This is an optimization exercise on Yosys and OpenROAD, whose aim is small area, not a production implementation. In this exercise RTL edits were held to simulation tests only and were not proved equivalent to the original. Power and IR drop assume default switching activity.

==> design.v <==
module wbi2c_mem_master #(
    parameter int MEM_ADDR_BITS   = 7,
    parameter int ADDR_BYTES      = 2,
    parameter int TICKBITS        = 20,
    parameter int CLOCKS_PER_TICK = 1000,
    parameter int CONSTANT_SPEED  = 0,
    parameter int READ_ONLY       = 0,
    parameter int TIMEOUT_BITS    = 8
) (
    input  logic                     i_clk,
    input  logic                     i_rst,
    input  logic                     i_wb_cyc,
    input  logic                     i_wb_stb,
    input  logic                     i_wb_we,
    input  logic [MEM_ADDR_BITS-2:0] i_wb_addr,
    input  logic [31:0]              i_wb_data,
    input  logic [3:0]               i_wb_sel,
    output logic                     o_wb_ack,
    output logic                     o_wb_stall,
    output logic [31:0]              o_wb_data,
    output logic                     o_ll_cyc,
    output logic                     o_ll_stb,
    output logic                     o_ll_we,
    output logic [7:0]               o_ll_data,
    output logic [TICKBITS-1:0]      o_ll_speed,
    input  logic                     i_ll_ack,
    input  logic                     i_ll_stall,
    input  logic                     i_ll_err,
    input  logic [7:0]               i_ll_data,
    output logic                     o_int
);
    localparam int MAB = MEM_ADDR_BITS;
    localparam logic [TICKBITS-1:0] CPT = TICKBITS'(CLOCKS_PER_TICK);
    typedef enum logic [2:0] {
        S_IDLE, S_DEVW, S_SUBA, S_TX, S_RESTART, S_DEVR, S_RX, S_DRAIN
    } state_t;
    state_t state, state_n;
    logic stb, stb_n, cyc, cyc_n, pend, pend_n;
    logic [7:0] tx_byte;
    logic [6:0] dev, dev_n;
    logic rd, rd_n, abyte, abyte_n;
    logic [MAB-1:0] cnt, cnt_n;
    logic [15:0] sub, sub_n;
    logic err, err_n, nack, nack_n, tmo, tmo_n;
    logic [TICKBITS-1:0] speed;
    logic [TIMEOUT_BITS-1:0] tcnt;
    logic [7:0] mem [2**MAB];
    logic pa, pb, ph, pv, wpol;
    logic [MAB-3:0] pw;
    logic [3:0] pm, bypass;
    logic [31:0] pdat;
    logic wb_req, is_buf, reg_wr, cmd_wr, busy, accept, got_ack;
    logic tmo_hit, start, store, buf_wr;
    logic [MAB-3:0] widx;
    assign wb_req  = i_wb_cyc & i_wb_stb;
    assign is_buf  = i_wb_addr[MAB-2];
    assign widx    = i_wb_addr[MAB-3:0];
    assign reg_wr  = wb_req & i_wb_we & !is_buf;
    assign cmd_wr  = reg_wr & (i_wb_addr[1:0] == 2'd0);
    assign busy    = (state != S_IDLE);
    assign accept  = stb & !i_ll_stall;
    assign got_ack = i_ll_ack & (pend | accept);
    assign tmo_hit = (stb | pend) & !i_ll_ack & (&tcnt);
    assign buf_wr  = wb_req & i_wb_we & is_buf & !busy;
    assign start   = cmd_wr & (i_wb_data[MAB-1:0] != '0);
    logic [2**(MAB-2)-1:0] wsel;
    logic [7:0]  txrd;
    logic [31:0] wbrd;
    always_comb begin
        wsel = '0;
        wsel[{widx[MAB-3:1], widx[0] ^ ph}] = is_buf;
    end
    logic [MAB-4:0] tpair;
    logic [2**(MAB-3)-1:0] psel;
    logic [31:0] tword;
    logic [7:0]  txq;
    logic [MAB-1:0] sub1;
    logic tnow;
    assign sub1  = sub[MAB-1:0] + MAB'(1);
    assign tnow  = sub[2] ^ ph;
    assign tpair = tnow ? sub[MAB-1:3] : sub1[MAB-1:3];
    always_comb begin
        psel = '0;
        psel[tpair] = 1'b1;
    end
    for (genvar j = 0; j < 32; j++) begin : g_txw
        logic [5:0] n;
        logic [15:0] col;
        for (genvar k = 0; k < 16; k++) begin : g_c
            assign col[k] = mem[8*k + 4 + (3 - j/8)][j%8];
        end
        for (genvar g = 0; g < 5; g++) begin : g_s
            wbi2c_aoi3 u (.s(psel[3*g +: 3]), .d(col[3*g +: 3]), .y_n(n[g]));
        end
        assign n[5] = ~(psel[15] & col[15]);
        assign tword[j] = ~&n;
    end
    always_comb begin
        txrd = tword[31-8*sub[1:0] -: 8] ^ {8{pb}};
    end
    always_ff @(posedge i_clk)
        txq <= tword[31-8*sub_n[1:0] -: 8] ^ {8{pb}};
    logic [2:0] rsel;
    logic [31:0] rf0, rf1, rf2;
    assign rsel[0] = !is_buf & (i_wb_addr[1:0] == 2'd0);
    assign rsel[1] = !is_buf & (i_wb_addr[1:0] == 2'd1);
    assign rsel[2] = !is_buf & (i_wb_addr[1:0] == 2'd2);
    always_comb begin
        rf0 = 32'h0;
        rf0[31]     = busy;
        rf0[30]     = err;
        rf0[29]     = nack;
        rf0[28]     = tmo;
        rf0[23:17]  = dev;
        rf0[16]     = rd;
        rf0[MAB-1:0] = cnt;
        rf1 = 32'h0;
        rf1[TICKBITS-1:0] = speed;
        rf2 = 32'h0;
        rf2[15:0] = sub;
    end
    for (genvar j = 0; j < 32; j++) begin : g_wbrd
        logic [11:0] n;
        logic [31:0] col;
        for (genvar w = 0; w < 32; w++) begin : g_c
            assign col[w] = mem[4*w + (3 - j/8)][j%8];
        end
        for (genvar g = 0; g < 10; g++) begin : g_s
            wbi2c_aoi3 u (.s(wsel[3*g +: 3]), .d(col[3*g +: 3]), .y_n(n[g]));
        end
        wbi2c_aoi3 u2 (.s({1'b0, wsel[31:30]}), .d({1'b0, col[31:30]}), .y_n(n[10]));
        if (j >= 24 && j < 28) begin : g_nr
            assign n[11] = 1'b1;
        end else begin : g_r
            wbi2c_aoi3 ur (.s(rsel), .d({rf2[j], rf1[j], rf0[j]}), .y_n(n[11]));
        end
        assign wbrd[j] = bypass[3 - j/8] ? pdat[j] ^ pb : ~&n ^ wpol;
    end
    always_comb begin
        unique case (state)
            S_DEVW:  tx_byte = {dev, 1'b0};
            S_SUBA:  tx_byte = !abyte ? sub[15:8] : sub[7:0];
            S_TX:    tx_byte = tnow ? txrd : txq;
            S_DEVR:  tx_byte = {dev, 1'b1};
            default: tx_byte = 8'h00;
        endcase
    end
    always_comb begin
        state_n = state;
        stb_n   = stb & i_ll_stall;
        pend_n  = (pend | accept) & !i_ll_ack & !i_ll_err;
        cyc_n   = cyc;
        dev_n   = dev;
        rd_n    = rd;
        cnt_n   = cnt;
        sub_n   = sub;
        abyte_n = abyte;
        err_n   = err;
        nack_n  = nack;
        tmo_n   = tmo;
        store   = 1'b0;
        if (reg_wr && i_wb_addr[1:0] == 2'd2 && !busy)
            sub_n = i_wb_data[15:0];
        unique case (state)
            S_IDLE: begin
                cyc_n  = 1'b0;
                stb_n  = 1'b0;
                pend_n = 1'b0;
                if (start) begin
                    dev_n   = i_wb_data[23:17];
                    rd_n    = i_wb_data[16];
                    cnt_n   = i_wb_data[MAB-1:0];
                    err_n   = 1'b0;
                    nack_n  = 1'b0;
                    tmo_n   = 1'b0;
                    abyte_n = 1'b0;
                    cyc_n   = 1'b1;
                    state_n = S_DEVW;
                end
            end
            S_RESTART: begin
                cyc_n   = 1'b1;
                state_n = S_DEVR;
            end
            S_DRAIN: begin
                stb_n = 1'b0;
                if (!pend_n) begin
                    cyc_n   = 1'b0;
                    state_n = S_IDLE;
                end
            end
            default: begin
                if (!stb && !pend)
                    stb_n = 1'b1;
                if (got_ack) begin
                    case (state)
                        S_DEVW: state_n = S_SUBA;
                        S_SUBA: begin
                            if (abyte) begin
                                if (rd) begin
                                    state_n = S_RESTART;
                                    cyc_n   = 1'b0;
                                end else begin
                                    state_n = S_TX;
                                end
                            end else begin
                                abyte_n = 1'b1;
                            end
                        end
                        S_DEVR: state_n = S_RX;
                        default: begin
                            store = (state == S_RX);
                            sub_n = sub + 16'd1;
                            cnt_n = cnt - MAB'(1);
                            if (cnt == MAB'(1)) state_n = S_DRAIN;
                        end
                    endcase
                end
            end
        endcase
        if (busy && i_ll_err) begin
            err_n   = 1'b1;
            nack_n  = 1'b1;
            stb_n   = 1'b0;
            state_n = S_DRAIN;
        end
        if (busy && cmd_wr && i_wb_data[31]) begin
            stb_n   = 1'b0;
            state_n = S_DRAIN;
        end
        if (busy && tmo_hit) begin
            err_n   = 1'b1;
            tmo_n   = 1'b1;
            stb_n   = 1'b0;
            pend_n  = 1'b0;
            cyc_n   = 1'b0;
            state_n = S_IDLE;
        end
    end
    always_ff @(posedge i_clk) begin
        if (i_rst) begin
            state <= S_IDLE;
            stb   <= 1'b0;
            cyc   <= 1'b0;
            pend  <= 1'b0;
            dev   <= 7'h00;
            rd    <= 1'b0;
            cnt   <= '0;
            sub   <= 16'h0000;
            err   <= 1'b0;
            nack  <= 1'b0;
            tmo   <= 1'b0;
        end else begin
            state <= state_n;
            stb   <= stb_n;
            cyc   <= cyc_n;
            pend  <= pend_n;
            dev   <= dev_n;
            rd    <= rd_n;
            cnt   <= cnt_n;
            sub   <= sub_n;
            err   <= err_n;
            nack  <= nack_n;
            tmo   <= tmo_n;
        end
    end
    always_ff @(posedge i_clk) begin
        abyte <= abyte_n;
        if (!(stb | pend) || i_ll_ack) tcnt <= '0;
        else tcnt <= tcnt + TIMEOUT_BITS'(1);
    end
    always_ff @(posedge i_clk) begin
        if (i_rst) speed <= CPT;
        else if (reg_wr && i_wb_addr[1:0] == 2'd1) speed <= i_wb_data[TICKBITS-1:0];
        else if (speed == '0) speed <= CPT;
    end
    logic [MAB-3:0] wa;
    logic [3:0]  wm;
    logic [31:0] wd;
    logic wv, cpos;
    always_comb begin
        wv = buf_wr | store;
        wa = store ? sub[MAB-1:2] : widx;
        for (int k = 0; k < 4; k++) begin
            wm[k] = store ? (sub[1:0] == 2'(k)) : i_wb_sel[3-k];
            wd[31-8*k -: 8] = store ? i_ll_data : i_wb_data[31-8*k -: 8];
        end
        cpos = wa[0] ^ ph;
    end
    always_ff @(posedge i_clk) begin
        pa   <= ~pb;
        pb   <= pa;
        pv   <= wv & !cpos;
        pw   <= wa;
        pm   <= wm;
        pdat <= busd;
    end
    assign ph   = pa ^ pb;
    assign wpol = is_buf & ((widx[0] ^ ph) ? pb : pa);
    for (genvar k = 0; k < 4; k++) begin : g_byp
        assign bypass[k] = is_buf & pv & (pw == widx) & pm[k];
    end
    logic [31:0] busd, busp;
    logic [3:0] pm_eff;
    assign busd = wd ^ {32{cpos ? pb : pa}};
    assign busp = pdat;
    assign pm_eff = pm & ~({4{wv & cpos & (wa == pw)}} & wm);
    for (genvar k = 0; k < 2**(MAB-3); k++) begin : g_pair
        logic hitd, hitp;
        assign hitd = wv & cpos & (wa[MAB-3:1] == k[MAB-4:0]);
        assign hitp = pv & (pw[MAB-3:1] == k[MAB-4:0]);
        for (genvar j = 0; j < 4; j++) begin : g_lane
            logic seld, selp, selh;
            logic [7:0] nxt;
            assign seld = hitd & wm[j];
            assign selp = hitp & pm_eff[j];
            assign selh = !(seld | selp);
            for (genvar b = 0; b < 8; b++) begin : g_bit
                wbi2c_aoi3 u (.s({selp, seld, selh}),
                              .d({busp[31-8*j-b], busd[31-8*j-b], mem[8*k+4+j][7-b]}),
                              .y_n(nxt[7-b]));
            end
            always_ff @(posedge i_clk) begin
                mem[8*k+j]   <= nxt;
                mem[8*k+4+j] <= mem[8*k+j];
            end
        end
    end
    always_ff @(posedge i_clk) begin
        if (i_rst) o_wb_ack <= 1'b0;
        else       o_wb_ack <= wb_req;
        o_wb_data <= wbrd;
    end
    assign o_wb_stall = 1'b0;
    assign o_ll_cyc   = cyc;
    assign o_ll_stb   = stb;
    assign o_ll_we    = (state != S_RX);
    assign o_ll_data  = tx_byte;
    assign o_ll_speed = speed;
    assign o_int      = !busy;
endmodule
module wbi2c_aoi3 (
    input  logic [2:0] s,
    input  logic [2:0] d,
    output logic       y_n
);
    assign y_n = ~|(s & d);
endmodule
==> flow/run.sh <==
#!/bin/bash
# Own layout flow: the standard ORFS flow (standard.sh, unchanged
# synthesis, floorplan, power grid and tap cells), with two placement/CTS
# arguments overridden through ORFS's own variables:
#  * port buffers use the smallest buffer (every port still gets one);
#  * CTS uses clkbuf_8 with clusters of at most 15 sinks within 50 um, and
#    inserts no dummy loads.
# The full make output goes to standard.log in the work folder; ORFS's per-step
# logs are under orfs/logs/.
set -euo pipefail
export BUFFER_PORTS_ARGS="-buffer_cell sky130_fd_sc_hd__buf_1"
export CTS_ARGS="-sink_clustering_enable -repair_clock_nets -dont_use_dummy_load -sink_clustering_size 15 -sink_clustering_max_diameter 50 -buf_list {sky130_fd_sc_hd__clkbuf_8}"
bash standard.sh finish > standard.log 2>&1
==> standard.sh <==
#!/bin/bash
# synth_recipe.tcl (not shown) runs the flow's synth.tcl, then flattens the netlist and writes it again
# the make line also repeats each setting of config.mk as NAME=value (left out here)
make -C /OpenROAD-flow-scripts/flow DESIGN_CONFIG=/design/flow/config.mk WORK_HOME=/design/flow/orfs CLKGATE_MAP_FILE= SYNTH_SCRIPT=/design/flow/synth_recipe.tcl "${@:-finish}"
==> config.mk <==
export PLATFORM = sky130hd
export DESIGN_NAME = wbi2c_mem_master
export DESIGN_NICKNAME = wbi2c_mem_master
export VERILOG_FILES = /design/flow/design.v
export SDC_FILE = /design/flow/constraint.sdc
export NUM_CORES = 4
export LEC_CHECK = 0
export CAP_MARGIN = 20
export CORE_MARGIN = 5
export CORE_UTILIZATION = 35
export PLACE_DENSITY = 0.45
export SLEW_MARGIN = 20
export SYNTH_HIERARCHICAL = 1
==> constraint.sdc <==
create_clock -name core_clock -period 10.0 [get_ports {i_clk}]
set_input_delay 2.0000 -clock core_clock [delete_from_list [all_inputs] [get_ports {i_clk}]]
set_output_delay 2.0000 -clock core_clock [all_outputs]
set_load 0.01 [all_outputs]
==> summary.md, run 1 <==
| Metric | Value |
|---|---|
| Status | `no timing/DRC/antenna violations` |
| Fillers | `11870` |
| Commonest non-fill, non-tap cell in the layout | `dfxtp_1` |
| Core area | `120100 sq um` |
| Hold_sp | `mem[67][2]` |
| Final Max Tran Viols | `0` |
| Area growth from synthesis to final layout | `13.90%` |
| Clock Tree Root | `clkbuf_8` |
| DRT Pass-1 Iters | `14` |
| Setup Buffers After CTS | `0` |
| First-pass GRT wire length | `317.5 mm` |
| Total GRT Usage | `0.3483` |
| Post-synth EDFFs | `1` |
| Pwr/cell area | `185.8 nW/um^2` |
| Post-cts resize count | `0` |
| Fin crit period | `8.507 ns` |
| Worst setup SP type | `flop` |
| GP Congestion | `1.013` |
| Inst Count DP | `5568` |
| Seq/Total Area, Yosys | `0.5564` |
| Synth Flop Type | `dfxtp_1` |
| Die area | `128200 sq um` |
| Reg-to-reg critical path endpoint | `txq[3]` |
| Drt first-iter violations | `11450` |
| Slew headroom | `0.06781` |
| Setup violators final | `0` |
| Unique masters post-synth | `76` |
| Height of the chip | `358.1 um` |
| RSZ-0062 raised after global routing | `no` |
| Clock Skew | `0.1029 ns` |
| Yosys top cell by area | `dfxtp_1` |
| Clk pwr share | `0.321` |
| Post-detail-place hpwl | `164.5 mm` |
| Most frequent cells in the layout | `1176 x dfxtp_1, 1053 x a222oi_1, 251 x nor2_1` |
| Final Hold Fails | `0` |
| Remaining global-route overflow | `0` |
| Comb power frac | `0.105` |
| Routed vias/inst | `7.341` |
| Finished Layout Cells | `5727` |
| CP Max Fanout | `32` |
| Reg2reg setup slack | `4.28 ns` |
| Detailed Route WL | `233.1 mm` |
| Max clock buf depth | `3` |
| Worst r2r src | `state[0]` |
| Static Leak | `17.32 nW` |
| Synthesized cell area | `42400 sq um` |
| Worst Reg2Reg Path Length in Cells | `12` |
| Die width | `358.1 um` |
| Hold endpoint | `mem[71][2]` |
| Hold depth | `0` |
| Synthesized flop and latch total | `1178` |
| Seq. cell area | `23600 sq um` |
| Setup crit end kind | `output port` |
| Routed vias | `42040` |
| Main area contributors after synthesis | `dfxtp_1 56%, a222oi_1 25%, nor2_1 2.6%, a21oi_1 1.7%, nand2_1 1.5%` |
| CTS tree | `built` |
| Int Pwr | `6.444 mW` |
| Post-Syn Instances | `3709` |
| Dpl ws | `2.576 ns` |
| Critical path class | `reg -> out` |
| Asr flop ratio synth | `0` |
| Nets | `4167` |
| Ratio of cells with drive above 1 in the final layout | `0.09375` |
| Fin crit share | `0.8507` |
| Clk latency of the worst-skew pair | `0.88 ns` |
| Sink Count | `1178` |
| Final core occ | `0.4020` |
| Switch share | `0.2820` |
| Num CTS Buffers | `135` |
| Seq pwr share | `0.574` |
| Antenna violations before repair | `20` |
| Slew of the pin with the lowest slew margin | `1.398 ns` |
| Syn. warnings | `8` |
| Final ANT Viol Nets | `0` |
| IO Count | `124` |
| PnR worst setup slack | `1.493 ns` |
| Starting density of the core | `0.3530` |
| Multi-input gate area | `19220 sq um` |
| Hold Path Class | `reg -> reg` |
| Mean Syn Cell Area | `11.43 sq um` |
| Largest net degree at the start of global routing | `57` |
| NetSw | `2.531 mW` |
| Number of global-route vias before repair | `39520` |
| CP required | `8.00 ns` |
| Arrival time of the worst setup path | `6.51 ns` |
| Post-route DRC | `0` |
| Drt wl/cell | `40.70 um` |
| Total Neg Setup Slack | `0 ns` |
| Max VDD drop | `0.1442 mV` |
| Hold-fix buffer count after cts | `0` |
| Worst-path clk slew | `0.09 ns` |
| Max-Cap Viols | `0` |
| F_max | `117.6 MHz` |
| H-tree depth | `4` |
| IO Port Bufs | `122` |
| Num rows | `127` |
| Post-synth top area share | `0.5557` |
[worst max-delay path: stages, from the launching register on]
cell      delay, ns
dfxtp_1        0.56
ha_1           0.40
nand3_1        0.23
o21a_1         0.29
nor2_1         0.42
inv_1          0.09
ha_1           0.37
nand2_1        0.25
nor3_2         0.07
buf_4          0.36
a222oi_1       0.59
nand3_1        0.31
nor2_1         0.51
nand2_1        0.12
o21ai_0        0.09
o21ai_0        0.11
o31a_1         0.32
a211o_1        0.39
buf_1          0.18
[synth_stat cells (all sizes together), types with 12 or more instances]
cell type,instances
a22oi,24
nand4,99
a21oi,141
nor2,290
buf,37
clkbuf,58
nand3,68
nor3,69
a222oi,1053
nand2b,14
nand2,172
a221oi,12
xnor2,62
o22ai,12
and3,42
mux2i,25
xor2,70
inv,28
dfxtp,1177
o21ai,97
[flip-flops by register name, summed over array words and instances (netlist names), 3 cells and up]
register / cells
mem: 1024
o_wb_data: 32
pdat: 32
speed: 20
sub: 16
tcnt: 8
txq: 8
cnt: 7
dev: 7
pw: 5
pm: 4
state: 3
[worst max-delay path by stage]
stage,from,to,slack [ns]
CTS,sub[0],o_ll_data[5],1.70
floorplan,sub[1],o_ll_data[1],2.60
finish,sub[0],o_ll_data[5],1.49
detailed placement,sub[0],o_ll_data[5],2.58
global route,sub[0],o_ll_data[6],1.32
global placement,sub[0],o_ll_data[5],2.71
[metal layers]
metal	part of all wire	global-route usage	vias to the layer above
li1	-	-	17050
met1	0.39	0.4536	21030
met2	0.42	0.5098	3340
met3	0.13	0.1190	609
met4	0.059	0.1835	12
met5	0.0011	0.003396	-
[modules after synthesis, one instance, submodules excluded]
module,flip-flops and latches,times used,cells inside,cell area [sq um]
wbi2c_aoi3,0,1052,1,10.01
wbi2c_mem_master,1178,1,2657,31870
[kinds of logic after synthesis]
family,synth area share
xor gates and xnor gates,0.02771
and+or+nand+nor,0.09183
DFF,0.5564
adders and majority gates,0.003246
muxes,0.006698
AOI/OAI and AO/OA,0.3022
other,0.00008844
buffers and inverters,0.01183
[power groups by stage]
stage          sequential [mW]  clock (mW)  combinational, mW
2_1_floorplan             5.15           0              0.547
3_3_place_gp              5.25           0              0.917
3_5_place_dp              5.24           0              0.915
4_1_cts                   5.13        2.93              0.918
5_1_grt                   5.16        3.10              0.996
6_report                  5.15        2.88              0.942
[area by class of cell]
type,count,area share
Multi-Input combinational cell,2501,0.3981
Clock buffer,135,0.03847
Inverter,28,0.002176
Sequential cell,1178,0.4886
Timing Repair Buffer,254,0.02997
Tap cell,1612,0.04176
Antenna cell,19,0.0009845
[per-stage QoR]
step / cell area [sq um] / hold slack, ns / total power, mW
global placement: 46330 / 0.3316 / 6.163
CTS: 48210 / 0.2792 / 8.979
finish: 48300 / 0.2652 / 8.975
global route: 48260 / 0.2786 / 9.258
detailed placement: 46350 / 0.3349 / 6.156
floorplan: 42750 / 0.3298 / 5.693
==> inputs of run 2 (changes only) <==
--- a/design.v
+++ b/design.v
@@ -122,3 +122,3 @@
     for (genvar j = 0; j < 32; j++) begin : g_wbrd
-        logic [11:0] n;
+        logic [10:0] n;
         logic [31:0] col;
@@ -130,8 +130,3 @@
         end
-        wbi2c_aoi3 u2 (.s({1'b0, wsel[31:30]}), .d({1'b0, col[31:30]}), .y_n(n[10]));
-        if (j >= 24 && j < 28) begin : g_nr
-            assign n[11] = 1'b1;
-        end else begin : g_r
-            wbi2c_aoi3 ur (.s(rsel), .d({rf2[j], rf1[j], rf0[j]}), .y_n(n[11]));
-        end
+        assign n[10] = ~|({wsel[31:30], rsel} & {col[31:30], rf2[j], rf1[j], rf0[j]});
         assign wbrd[j] = bypass[3 - j/8] ? pdat[j] ^ pb : ~&n ^ wpol;
==> summary.md, run 2 <==
| Metric | Value |
|---|---|
| Syn. warnings | `8` |
| Remaining global-route overflow | `0` |
| Post-detail-place hpwl | `167.8 mm` |
| Die width | `358.3 um` |
| Detailed Route WL | `241.4 mm` |
| Multi-input gate area | `18890 sq um` |
| Antenna violations before repair | `7` |
| Hold Path Class | `reg -> reg` |
| GP Congestion | `1.036` |
| Most frequent cells in the layout | `1174 x dfxtp_1, 1000 x a222oi_1, 235 x nor2_1` |
| Static Leak | `17.11 nW` |
| Asr flop ratio synth | `0` |
| Yosys top cell by area | `dfxtp_1` |
| Slew of the pin with the lowest slew margin | `1.319 ns` |
| Max FFs per register | `1024` |
| Sink Count | `1178` |
| Drt first-iter violations | `11720` |
| Critical path class | `reg -> out` |
| Final Max Tran Viols | `0` |
| Worst-path clk slew | `0.10 ns` |
| Seq. cell area | `23600 sq um` |
| Max clock buf depth | `3` |
| Total Neg Setup Slack | `0 ns` |
| Commonest non-fill, non-tap cell in the layout | `dfxtp_1` |
| Drt wl/cell | `43.13 um` |
| First-pass GRT wire length | `326.9 mm` |
| Ratio of cells with drive above 1 in the final layout | `0.09562` |
| Most common cell in the netlist | `dfxtp_1` |
| Unique masters post-synth | `72` |
| Clk latency of the worst-skew pair | `0.88 ns` |
| Post-synth EDFFs | `1` |
| Hold-fix buffer count after cts | `0` |
| Post-synth top area share | `0.5549` |
| Status | `no timing/DRC/antenna violations` |
| Clock Skew | `0.07976 ns` |
| CP Max Fanout | `32` |
| IO Count | `124` |
| DRT Pass-1 Iters | `14` |
| Fin crit period | `8.589 ns` |
| Max VDD drop | `0.1081 mV` |
| Worst setup SP type | `flop` |
| Synth Flop Type | `dfxtp_1` |
| Final core occ | `0.3988` |
| Most flop-heavy register | `mem` |
| Synthesized flop and latch total | `1178` |
| Slew headroom | `0.1142` |
| Final ANT Viol Nets | `0` |
| Main area contributors after synthesis | `dfxtp_1 55%, a222oi_1 24%, nor2_1 2.4%, a21oi_1 1.9%, a22oi_1 1.7%` |
| Largest regs | `mem (1024), o_wb_data (32), pdat (32)` |
| CP required | `8.00 ns` |
| Num CTS Buffers | `136` |
| Clock Tree Root | `clkbuf_8` |
| Setup violators final | `0` |
| Routed vias/inst | `7.550` |
| Routed vias | `42260` |
| IO Port Bufs | `122` |
| Setup Buffers After CTS | `0` |
| RSZ-0062 raised after global routing | `no` |
| Largest net degree at the start of global routing | `53` |
| Final Hold Fails | `0` |
| Mean Syn Cell Area | `11.48 sq um` |
| Synth cell count leaders | `1177 x dfxtp_1, 1000 x a222oi_1, 267 x nor2_1` |
| Area growth from synthesis to final layout | `12.96%` |
| CTS tree | `built` |
| Core area | `120300 sq um` |
| Die area | `128400 sq um` |
| Num rows | `127` |
| Nets | `4045` |
| Synthesized cell area | `42470 sq um` |
| F_max | `116.4 MHz` |
| Starting density of the core | `0.3530` |
| Seq/Total Area, Yosys | `0.5556` |
| Total GRT Usage | `0.3603` |
| Pwr/cell area | `191.1 nW/um^2` |
| Post-route DRC | `0` |
| Post-cts resize count | `0` |
| Placed inst area | `46010 sq um` |
| Max-Cap Viols | `0` |
| Height of the chip | `358.3 um` |
| Fillers | `11800` |
| Arrival time of the worst setup path | `6.59 ns` |
| Final instance area | `47970 sq um` |
| Fin crit share | `0.8589` |
| H-tree depth | `4` |
| Number of global-route vias before repair | `39470` |
| Post-Syn Instances | `3700` |
| Setup crit end kind | `output port` |
==> run 2: logic make-up (layout without fill, tap and decap cells) <==
| logic type | after synthesis | count (layout) | share of synthesized area |
|---|---|---|---|
| flip-flops | 1178 | 1178 | 0.5556 |
| AO/OA/AOI/OAI | 1460 | 1460 | 0.3071 |
| AND/OR/NAND/NOR | 746 | 746 | 0.08365 |
| multiplexers | 63 | 63 | 0.01520 |
| other | 1 | 12 | 0.00008831 |
| adder cells (fa/ha/maj) | 11 | 11 | 0.003241 |
| XOR/XNOR | 100 | 100 | 0.02113 |
| buffers and inverters | 141 | 415 | 0.01405 |
==> run 2: stage by stage <==
step                hold WS (ns)  worst slack, ns  instances  power, mW
finish                    0.2966            1.411       5597      9.167
CTS                       0.2943            1.752       5582      9.155
detailed placement        0.3346            2.685       5446      6.325
global placement          0.3314            2.764       5443      6.336
global route              0.2883            1.225       5587      9.414
floorplan                 0.3298            3.248       3700      5.741
==> run 2: layout make-up <==
class	count	area share
Sequential cell	1178	0.4920
Multi-Input combinational cell	2381	0.3939
Inverter	28	0.002191
Antenna cell	11	0.0005739
Clock buffer	136	0.03902
Tap cell	1612	0.04205
Timing Repair Buffer	251	0.03028
==> run 2: where the power goes <==
group          leakage (nW)  internal, mW  switching (mW)
registers              9.75          4.94           0.302
logic                  6.38         0.349           0.683
clock network         0.978          1.21            1.68
==> run 2: worst paths after layout <==
path,startpoint,end,slack (ns),cells past startpoint
max reg2reg,sub[0],txq[6],4.07,14
max,sub[0],o_ll_data[2],1.41,14
min reg2reg,mem[18][5],mem[22][5],0.30,0
min,mem[18][5],mem[22][5],0.30,0
==> run 2: modules after synthesis (local to each module, per instance) <==
module	cells	area [sq um]	times used
wbi2c_aoi3	1	10.01	992
wbi2c_mem_master	2708	32540	1
==> run 2: critical path, cell delays in order, from the launching register on <==
cell and delay, ns:
dfxtp_1 0.58, ha_1 0.41, nand3_1 0.19, o31a_1 0.35, o211ai_1 0.39, nand2_1 0.28, and3_2 0.61, a222oi_1 0.58
and3_1 0.23, nand3_1 0.19, a21oi_1 0.81, a211o_1 0.44, a21boi_0 0.15, o21ai_1 0.25, buf_1 0.20
==> run 2: routing by layer <==
layer | track usage | vias up | part of all wire
met2 | 0.5327 | 3566 | 0.42
met1 | 0.4727 | 21240 | 0.39
met4 | 0.1689 | 4 | 0.056
met5 | 0 | - | 0.00012
met3 | 0.1243 | 623 | 0.13
li1 | - | 16820 | -
==> inputs of run 3 (changes only) <==
--- a/config.mk
+++ b/config.mk
@@ -10,3 +10,3 @@
 export CORE_UTILIZATION = 35
-export PLACE_DENSITY = 0.45
+export PLACE_DENSITY = 0.55
 export SLEW_MARGIN = 20
==> summary.md, run 3 <==
| Metric | Value |
|---|---|
| Slowest cell delay on critical path | `0.98 ns` |
| Status | `no timing/DRC/antenna violations` |
| Critical path class | `reg -> out` |
| Comb power frac | `0.117` |
| Power consumption | `8.885 mW` |
| F_max | `116.9 MHz` |
| Starting density of the core | `0.3530` |
| Setup Buffers After CTS | `0` |
| Switch share | `0.2901` |
| Hold depth | `0` |
| Area growth from synthesis to final layout | `12.06%` |
| Drt wl/cell | `40.45 um` |
| Reg2reg setup slack | `3.98 ns` |
| Num CTS Buffers | `115` |
| Die width | `358.3 um` |
| Synthesized cell area | `42470 sq um` |
| CP Max Fanout | `47` |
| Arrival time of the worst setup path | `6.55 ns` |
| Unique masters post-synth | `72` |
| Clk latency of the worst-skew pair | `0.86 ns` |
| Post-route DRC | `0` |
| Finished Layout Cells | `5578` |
| Post-synth top area share | `0.5549` |
| Number of global-route vias before repair | `39050` |
| Total Neg Setup Slack | `0 ns` |
| Most common cell in the netlist | `dfxtp_1` |
| Clock Tree Root | `clkbuf_8` |
| Height of the chip | `358.3 um` |
| Max clock buf depth | `3` |
| CP delay by family, top | `compound AO/OA/AOI/OAI gates` |
| Core area | `120300 sq um` |
| Antenna violations before repair | `20` |
| Int Pwr | `6.308 mW` |
| Worst-path clk slew | `0.09 ns` |
| Hold-fix buffer count after cts | `0` |
| IO Port Bufs | `122` |
| Asr flop ratio synth | `0` |
| RSZ-0062 raised after global routing | `no` |
| Slowest CP cell | `dfxtp_4` |
| Syn. warnings | `8` |
| Drt first-iter violations | `12660` |
| Largest regs | `mem (1024), o_wb_data (32), pdat (32)` |
| Most frequent cells in the layout | `1176 x dfxtp_1, 1000 x a222oi_1, 235 x nor2_1` |
| Synth cell count leaders | `1177 x dfxtp_1, 1000 x a222oi_1, 267 x nor2_1` |
| Final Max Tran Viols | `0` |
| Inst Count DP | `5449` |
| Post-cts resize count | `0` |
| Pwr/cell area | `186.7 nW/um^2` |
| Synth Flop Type | `dfxtp_1` |
| Setup crit end kind | `output port` |
| DRT Pass-1 Iters | `17` |
| Seq pwr share | `0.586` |
| Max-Cap Viols | `0` |
| Fin crit share | `0.8553` |
| Setup violators final | `0` |
| Total GRT Usage | `0.3343` |
| H-tree depth | `3` |
| Yosys top cell by area | `dfxtp_1` |
| First-pass GRT wire length | `307.9 mm` |
| Main area contributors after synthesis | `dfxtp_1 55%, a222oi_1 24%, nor2_1 2.4%, a21oi_1 1.9%, a22oi_1 1.7%` |
| Post-Syn Instances | `3700` |
| Detailed Route WL | `225.6 mm` |
| Routed vias/inst | `7.569` |
| Most flop-heavy register | `mem` |
| Commonest non-fill, non-tap cell in the layout | `dfxtp_1` |
| Hold Path Class | `reg -> reg` |
| Nets | `4025` |
| Final Hold Fails | `0` |
| Die area | `128400 sq um` |
| Final ANT Viol Nets | `0` |
| Remaining global-route overflow | `0` |
| Worst setup SP type | `flop` |
| Post-detail-place hpwl | `156.5 mm` |
| Critical path, cell by cell | `xnor2_2 -> nor4_2 -> o211ai_1 -> and2_1 -> and3_1 -> buf_4 -> a222oi_1 -> nand3_1 -> a211oi_1 -> a211o_1 -> a21boi_0 -> o21ai_1 -> buf_1` |
| Max VDD drop | `0.1053 mV` |
| Buf/Inv on CP | `2` |
| Synthesized flop and latch total | `1178` |
| Routed vias | `42220` |
| Clock Skew | `0.1111 ns` |
| Slew of the pin with the lowest slew margin | `1.317 ns` |
| Final core occ | `0.3956` |
| Static Leak | `16.95 nW` |
| CP required | `8.00 ns` |
| Largest net degree at the start of global routing | `48` |
| Reg-to-reg critical path endpoint | `txq[2]` |
| Seq/Total Area, Yosys | `0.5556` |
| Slew headroom | `0.1153` |
| Clk pwr share | `0.297` |
| Sink Count | `1178` |
| Mean Syn Cell Area | `11.48 sq um` |
| Post-synth EDFFs | `1` |
| Worst Reg2Reg Path Length in Cells | `13` |
| Num rows | `127` |
| Ratio of cells with drive above 1 in the final layout | `0.08978` |
| Max FFs per register | `1024` |
| NetSw | `2.577 mW` |
| Hold_sp | `mem[90][0]` |
| Worst r2r src | `pb` |
| Fillers | `11840` |
| IO Count | `124` |
| GP Congestion | `1.085` |
| CTS tree | `built` |
| Hold endpoint | `mem[94][0]` |
| Fin crit period | `8.553 ns` |
-- run 3: cell counts after synthesis --
No cell type changed its count.
-- run 3: how the worst max path moves through the flow --
stage                start           end  slack (ns)  cells past startpoint
finish                  pb  o_ll_data[4]        1.45                     13
global route            pb  o_ll_data[7]        1.48                     14
CTS                     pb  o_ll_data[7]        1.74                     15
detailed placement      pb  o_ll_data[7]        2.62                     15
global placement        pb  o_ll_data[4]        2.65                     15
floorplan           sub[1]  o_ll_data[7]        3.25                     14
-- run 3: cell type report --
| type | count | area, sq um | area share |
|---|---|---|---|
| repair buffers | 252 | 1435 | 0.03016 |
| inverters | 28 | 105.1 | 0.002209 |
| multi-input cells | 2381 | 18820 | 0.3955 |
| flip-flops and latches | 1178 | 23600 | 0.4959 |
| clock buffers | 115 | 1583 | 0.03326 |
| diodes | 12 | 30.03 | 0.0006310 |
| well taps | 1612 | 2017 | 0.04238 |
-- run 3: modules after synthesis, one instance, submodules excluded --
module	cell area [sq um]	flip-flops and latches	times used	cells inside
wbi2c_mem_master	32540	1178	1	2708
wbi2c_aoi3	10.01	0	992	1
-- run 3: power groups by stage --
stage | registers [mW] | clock network [mW] | logic [mW]
after global routing | 5.22 | 2.81 | 1.07
after global placement | 5.30 | 0 | 0.989
after floorplan | 5.20 | 0 | 0.538
after detailed placement | 5.30 | 0 | 0.990
after CTS | 5.19 | 2.64 | 0.995
final | 5.21 | 2.64 | 1.04
-- run 3: metal layers --
layer  up-vias  GRT usage  part of all wire
met5         -          0           0.00023
met4         8     0.1881             0.070
met3       780     0.1201              0.16
li1      16750          -                 -
met2      3986     0.4802              0.41
met1     20700     0.4346              0.37
-- run 3: kinds of logic after synthesis --
logic type                 after synthesis  synth area share
muxes                                   63           0.01520
xor gates and xnor gates               100           0.02113
adders and majority gates               11          0.003241
AOI/OAI and AO/OA                     1460            0.3071
and+or+nand+nor                        746           0.08365
DFF                                   1178            0.5556
buffers and inverters                  141           0.01405
other                                    1        0.00008831
-- run 3: per-stage QoR --
step | area, sq um | hold slack (ns) | setup slack, ns
2_1_floorplan | 42470 | 0.3298 | 3.248
3_3_place_gp | 45910 | 0.3311 | 2.655
3_5_place_dp | 45930 | 0.3349 | 2.618
4_1_cts | 47510 | 0.2986 | 1.737
5_1_grt | 47560 | 0.3026 | 1.478
6_report | 47590 | 0.2743 | 1.447

==> static timing again, ports no longer ideal <==
How much do the figures lean on ideal ports? The routed layouts below were timed once more, with nothing changed but the port constraints.
Step 1: set_driving_cell puts a clkbuf_16 on i_clk and a buf_2 on each other input, an assumption about the parent block.
Step 2, shift: input delay + t, output delay - t, t = (earliest + latest rising clock arrival at the registers) / 2. This alone moves slack from input paths to output paths.
Slacks: no drivers / after step 1 / after step 2; pairs: no drivers / after step 1.
run | t (ns) | slack for setup (ns) | worst setup path at the end | worst data-port slew with drivers (ns)
run 1 | 0.902 | 1.493 / 1.421 / 2.324 | register to output | 0.23
run 2 | 0.897 | 1.411 / 1.343 / 2.241 | register to output | 0.13
run 3 | 0.876 | 1.447 / 1.380 / 2.256 | register to output | 0.10
After both steps setup and hold are still met in every run listed.
